Background: an optimization exercise with open tools, aiming at small area. Do not read the settings as production practice.
The RTL was checked by simulation tests, not by an equivalence proof against the original design.

==> flow/design.v, too long to show whole: its modules and the start of the top module <==
// module ecg_qrs_detector: 1747 lines
// module ecg_fa: 5 lines
// module ecg_ha: 4 lines
module ecg_qrs_detector #(
    parameter int DIN_W       = 59,
    parameter int MWI_LEN     = 32,
    parameter int REFRACT_LEN = 50,
    parameter int MAX_ABOVE   = 64
) (
    input  logic                    clk,
    input  logic                    rst,
    input  logic signed [DIN_W-1:0] din,
    input  logic                    din_valid,
    input  logic [31:0]             thresh,
    output logic [31:0]             mwi_out,
    output logic                    mwi_valid,
    output logic                    qrs_valid,
    output logic [31:0]             qrs_peak,
    output logic [31:0]             qrs_idx
);
  // ...
==> flow/flow/run.sh <==
#!/bin/bash
# Layout flow: the standard flow (standard synthesis unchanged), with
# smaller port buffers and a clock tree built from smaller buffers, without
# dummy loads.
cp standard.sh standard_sh.txt
export SYNTH_HIERARCHICAL=1
export BUFFER_PORTS_ARGS="-buffer_cell sky130_fd_sc_hd__buf_1"
export CTS_ARGS="-sink_clustering_enable -repair_clock_nets -dont_use_dummy_load -buf_list {sky130_fd_sc_hd__clkbuf_4 sky130_fd_sc_hd__clkbuf_8}"
bash standard.sh > standard.log 2>&1
==> flow/standard.sh <==
#!/bin/bash
# synth_recipe.tcl (not shown) runs the flow's synth.tcl, then flattens the netlist and writes it again
# the make line also repeats each setting of config.mk as NAME=value (left out here)
make -C /OpenROAD-flow-scripts/flow DESIGN_CONFIG=/design/flow/config.mk WORK_HOME=/design/flow/orfs CLKGATE_MAP_FILE= SYNTH_SCRIPT=/design/flow/synth_recipe.tcl "${@:-finish}"
==> flow/config.mk <==
export PLATFORM = sky130hd
export DESIGN_NAME = ecg_qrs_detector
export DESIGN_NICKNAME = ecg_qrs_detector
export VERILOG_FILES = /design/flow/design.v
export SDC_FILE = /design/flow/constraint.sdc
export NUM_CORES = 4
export LEC_CHECK = 0
export CAP_MARGIN = 20
export CORE_MARGIN = 2
export CORE_UTILIZATION = 40
export SLEW_MARGIN = 20
export SYNTH_HIERARCHICAL = 1
==> flow/constraint.sdc <==
create_clock -name core_clock -period 10.0 [get_ports {clk}]
set_input_delay 2.0000 -clock core_clock [delete_from_list [all_inputs] [get_ports {clk}]]
set_output_delay 2.0000 -clock core_clock [all_outputs]
set_load 0.01 [all_outputs]
==> results.txt, run 1 <==
Status:
- The flow ran to the end and the layout has no timing, DRC or antenna violations.

Yosys:
- In the synthesized netlist the async set-or-reset flop fraction comes to 30.2%.
- The flip-flop and latch count after synthesis is 769.
- For this run, the register share of the synthesized area comes to 59.8%.
- The fraction of the mapped netlist area in compound gates is under 10%.
- After Yosys synthesis, full adders, half adders and majority gates account for roughly a fifth of the synthesized area.
- The synthesized instance count is roughly 2400.
- The cell area that synthesis handed to floorplanning was ~36000 sq um.
- By count the netlist is led by edfxtp_1 (522), fa_1 (321), dfrtp_1 (232), nand2_1 (196), inv_1 (140).
- The mean post-synth cell area is roughly 15 sq um.
- During synthesis, Yosys emitted a total of 11 warnings.

Route:
- The total wire length is 70.9 mm.
- The top layer reached by signal wires is met4.
- The first-pass detailed-route iteration total is 5.
- The number of nets with antenna violations after routing is 0.
- The vias per cell is between 5 and 6.

Clock tree:
- The cell chosen for the clock root is clkbuf_8.
- Once the clock tree was built, the resizer swapped 0 gates to a different size.

Layout:
- In the final layout, multi-input gates take up roughly 34% of the cell area.
- Leaving out fill and tap cells, the most frequent cell in the layout is edfxtp_1.
- The final core utilization is between 40 and 50%.
- The net count of the finished layout is 3136.
- The register with the most flip-flops in the layout has 480 of them.
- The final non-filler cell area is roughly 40000 sq um.
- The total of fill cells in the finished design is 7993.

Floorplan:
- The die covers approximately 93000 sq um.

Timing:
- Headroom to the max-slew limit came out at 29.8%.

GRT:
- The wire length of the first global-routing pass is 115 mm.

Run:
- The max-capacitance violation count is 0.

Setup path:
- For the worst flop-to-flop path, the logic depth is 27.
- Following the worst setup path forward leads to its endpoint at d_p0[1].
- The critical path goes through buf_1, nor4_1, nand4_1, o31ai_4, nor2_2, a21o_1, fa_1, fa_1, fa_1, fa_1, fa_1, fa_1, fa_1, fa_1, fa_1, fa_1, fa_1, fa_1, fa_1, fa_1, fa_2, fa_2, fa_2, mux2_2.
- The most used cell along the critical path is fa_1.

Placed design:
- The detailed-placement wirelength estimate is about 47 mm.

Worst hold path:
- The worst hold path begins at win[28][13].
==> run 2, diff against run 1 <==
==> flow/run.sh (new file) <==
#!/bin/bash
# synth_recipe.tcl (not shown) runs the flow's synth.tcl, then flattens the netlist and writes it again
# the make line also repeats each setting of config.mk as NAME=value (left out here)
make -C /OpenROAD-flow-scripts/flow DESIGN_CONFIG=/design/flow/config.mk WORK_HOME=/design/flow/orfs CLKGATE_MAP_FILE= SYNTH_SCRIPT=/design/flow/synth_recipe.tcl finish
removed: flow/flow/run.sh
removed: flow/standard.sh
==> run 2 against run 1 <==
- still clean
- synthesized cell count is the same
- sequential share of layout area decreased by 3.1 points
- wire length decreased by 0.49%
- die area did not move
- final cell count increased by 0.97%
- cell area is 6.0% higher
- synthesized area stayed put
- critical endpoint is now d_p0[7]
- highest routed layer unchanged
==> results.txt, run 2 <==
Yosys:
- The number of distinct library cells after synthesis is 59.
- The combined area of all synthesized cells is 36400 sq um (unchanged).
- The synthesized netlist devotes between 1 and 1.5% of its cell area to XOR and XNOR gates.
- Counting flops with a built-in enable in the synthesized netlist gives around 520.
- After Yosys synthesis, and, or, nand and nor cells account for roughly 8% of the synthesized area.
- The dominant combinational cell family by area after synthesis is adder cells.
- The portion of netlist area occupied by mux cells is 3.49%.
- The synthesized instance count is 2418 (unchanged).
- The total number of yosys warnings is 11 (unchanged).
- By instance count, the leading cell after synthesis is edfxtp_1.
- For this run, the leading register cell type out of synthesis is edfxtp_1.
- The arithmetic-cell share of the synthesized area counting full adders, half adders and majority gates is 20.9% (unchanged).
- The mean post-synth cell area is 15.1 sq um (unchanged).
- The fraction of the mapped netlist area in compound gates is 3.37% (unchanged).
- Summed over its instances, the top area cell type makes up a little over two fifths of the synthesized netlist area.
- The largest area contributor in the netlist is edfxtp_1.
- The share of async-settable or async-resettable flops after synthesis was 30.2% (unchanged).
- The portion of the post-synthesis area used by sequential elements came to 59.8% (unchanged).
- Ranked by instance count, the synthesized netlist is headed by edfxtp_1 (522), fa_1 (321), dfrtp_1 (232), nand2_1 (196), inv_1 (140).
- The flip-flop and latch count after synthesis is 769 (unchanged).
- In the post-synthesis netlist, the biggest area contributors are edfxtp_1 (43%), fa_1 (18%), dfrtp_1 (16%).

Placed design:
- The detailed-placement wirelength estimate is 47.9 mm (+1.1%).
- Prior to clock tree synthesis, the placed netlist has a worst setup slack of -890 ps.
- The total cell area at the placement stage is approximately 40000 sq um.
- Routability-driven placement finished with a final weighted congestion of 0.836.
- The number of port buffers is 187.

Run:
- The max-capacitance violation count is 0 (unchanged).

Floorplan:
- The number of placed I/O pins is approximately 190.
- From bottom edge to top edge, the die measures slightly above 300 um.
- The initial core utilization is 40.4%.
- The core region area is approximately 90000 sq um.
- Row generation in the floorplan step produced 110 rows.
- The die area came to 93500 sq um (unchanged).
- The horizontal extent of the die is approximately 310 um.

Setup path:
- The longest individual stage delay on the worst path is between 400 and 500 ps.
- The cell family contributing the most delay on the critical path is adder cells.
- STA classifies the critical path endpoint as a flip-flop.
- The data arrival time of the critical path is 10340 ps.
- The peak fanout along the critical path is 4.
- Counting stages on the worst path, the most repeated cell is fa_2.
- The worst setup path is launched from a primary input.
- STA puts the critical path data required time at approximately 11000 ps.
- The critical path class is primary input to flip-flop.
- The critical path buffer and inverter count is 2.
- The cell at the slowest stage of the critical path is clkdlybuf4s50_1.

GRT:
- The met2 global-route usage is about 25%.
- The number of global-route vias before repair is ~21000.
- For this run the aggregate overflow at the end of global routing stands at 0.
- The pin count of the biggest net entering global routing is 100.
- The met3 global-route usage is 3.04%.
- met2 is the most crowded layer.
- The initial antenna violation count is 1.
- For this run, global-route usage on met1 was measured as a little over a fifth.
- The wire length of the first global-routing pass came to 114 mm (-0.59%).
- Across every metal layer, demand over resource in global routing totals between 10% and 20%.

Timing:
- The headroom to the max-slew limit is 32.0% (+2.2 points).
- Setup violations remaining at the end of the flow were counted as 0.
- Across all setup checks in the final design, the least slack found is about 210 ps.
- The final count of pins violating max slew is 0.
- Setup repair after global routing left no endpoint under its margin.
- The worst setup skew after layout is around 17 ps.
- The share of the clock period used by the worst path after layout is 97.9%.
- The number of hold-slack violations in the final timing report came to 0.
- Subtracting the final worst setup slack from the clock period gives 9790 ps.
- At the pin with the least slew margin, the transition time is between 1000 and 1500 ps.
- The fmax is 0.102 GHz.
- Setup total negative slack on the finished layout was measured at 0 ps.

Layout:
- The flip-flop count of the largest register, all copies and words added is 480 (unchanged).
- The final non-filler cell area came to 42500 sq um (+6.0%).
- The most frequent standard cell in the layout excluding fill and tap cells is edfxtp_1.
- In the final layout, the registers with the most flip-flops are win x480, xd x64, sum x35.
- Relative to the synthesized area, the layout overhead comes to 16.7%.
- The number of diodes is 0.
- More flip-flops sit in one register than any other, and that register is win.
- The number of nets at the end of the flow is 3110 (-0.83%).
- In the layout the commonest cells are edfxtp_1 (522), fa_1 (272), dfrtp_1 (231), nand2_1 (192), clkdlybuf4s50_1 (186).
- The proportion of layout cells with a drive suffix above 1 is approximately an eighth.

Route:
- The vias per cell is 5.08 (-1.5%).
- After the first detailed-routing iteration, the DRC count stood at between 1000 and 1500.
- In the final routed layout, each cell accounts on average for roughly 18 um.
- In the routed design, unresolved DRC markers number 0.
- The final route contains 19500 vias.
- The first-pass detailed-route iteration total is 5 (unchanged).
- The number of nets with antenna violations after routing was 0 (unchanged).
- The total wire length came to 70.6 mm (-0.49%).

Clock tree:
- After clock tree synthesis, the clock-pin slew on the worst setup and hold paths is 60 ps.
- The count of H-tree levels built during CTS is 3.
- Clock tree synthesis inserted a total of 80 buffers.
- The total clock sinks is roughly 770.
- The buffer levels on the longest clock path is 3.
- TritonCTS built the clock tree.
- The cell chosen for the clock root is clkbuf_16.
- After clock tree synthesis, the flow added hold-fix buffers numbering 0.
- The clock insertion delay at the later pin of the skew report is between 600 and 700 ps.

Worst hold path:
- In this run the worst hold path is classified as flip-flop to flip-flop.

Status:
- The flow ran to the end and the layout has no timing, DRC or antenna violations.
[run 2: what timing repair did]
| action | 4_1_cts | 5_1_grt |
|---|---|---|
| pin swaps | 7 | 6 |
| setup endpoints to repair | 14 | 14 |
| setup buffers | 2 | 1 |
| resized for setup | 8 | 15 |
[run 2: logic make-up after synthesis]
group,count (synthesis)
DFF,769
and+or+nand+nor,582
adders and majority gates,415
buffers and inverters,278
AOI/OAI and AO/OA,207
muxes,117
xor gates and xnor gates,48
other,2
[run 2: worst paths after layout]
| check | depth (start not counted) | end | slack, ps | start |
|---|---|---|---|---|
| min in group asynchronous | 2 | qrs_peak[21] | 1890 | rst |
| setup reg to reg | 27 | delta_p1[23] | 1090 | idx[0] |
| setup / recovery | 26 | d_p0[7] | 210 | din[58] |
| hold reg to reg | 0 | mwi_valid | 400 | vld_p1 |
| max in group asynchronous | 3 | sum[2] | 6900 | rst |
| hold / removal | 0 | mwi_valid | 400 | vld_p1 |
[run 2: worst reg2reg max path, cell delays in order, from the launching register on]
cell	delay, ps
dfrtp_1	470
ha_1	250
and3_1	170
ha_1	170
a21oi_1	70
nor2_1	90
o21a_1	520
and2_1	530
nand2_1	150
fa_1	470
fa_1	430
fa_1	420
fa_1	410
fa_1	500
inv_1	80
ha_1	150
inv_1	60
fa_2	350
fa_2	350
fa_2	350
fa_2	340
fa_2	350
fa_2	340
fa_2	340
fa_2	340
fa_2	350
mux2i_4	400
mux2_4	350
[run 2: layout make-up]
type | count | area [sq um]
clock buffers | 107 | 2170
clock inverters | 40 | 571
fillers | 7705 | 47600
inverters | 140 | 534
multi-input cells | 1375 | 13700
flip-flops and latches | 769 | 21800
well taps | 1176 | 1470
repair buffers | 235 | 2230
[run 2: per-module statistics from Yosys (local to each module, per instance)]
module	cells inside	cell area [sq um]	copies in the design	flip-flops and latches
ecg_qrs_detector	2078	29800	1	769
ecg_fa	1	20.0	321	0
ecg_ha	1	12.5	19	0
[run 2: metal layers]
layer,part of all wire [%],vias to the layer above
met5,0,-
met4,2.5,0
met3,5.0,123
met2,49,463
met1,44,10100
li1,-,8840
[run 2: stage by stage]
| stage | instances | utilization [%] | hold slack, ps |
|---|---|---|---|
| global route | 3842 | 47.2 | 418 |
| global placement | 3692 | 44.0 | 389 |
| CTS | 3841 | 47.1 | 397 |
| detailed placement | 3692 | 44.0 | 391 |
| floorplan | 2422 | - | 375 |
| finish | 3842 | 47.2 | 405 |

==> what the ideal ports hide <==
How much do the figures lean on ideal ports? The routed layouts below were timed once more, with nothing changed but the port constraints. Step 1, drivers: a clkbuf_16 drives clk and a buf_2 each remaining input, both assumed. Step 2 adds t to the input delays and takes it off the output delays; t is the mean of the earliest and latest rising clock arrival at the registers after step 1. Input paths then give back, and output paths get back, about the clock's delay inside the block. a / b / c = no drivers / after step 1 / after step 2; a / b = the first two.
| run | t (ns) | setup WS [ns] | latest minus earliest clock arrival (ns) |
|---|---|---|---|
| run 1 | 0.776 | 0.281 / 0.318 / -0.459 | 0.125 / 0.125 |
| run 2 | 0.683 | 0.211 / 0.250 / -0.433 | 0.027 / 0.026 |
With both steps, setup timing fails in run 1 and run 2, where it was met with ideal ports. For run 1, which loses most, drivers alone change the setup slack by +0.037 ns; drivers and shift together by -0.740 ns.
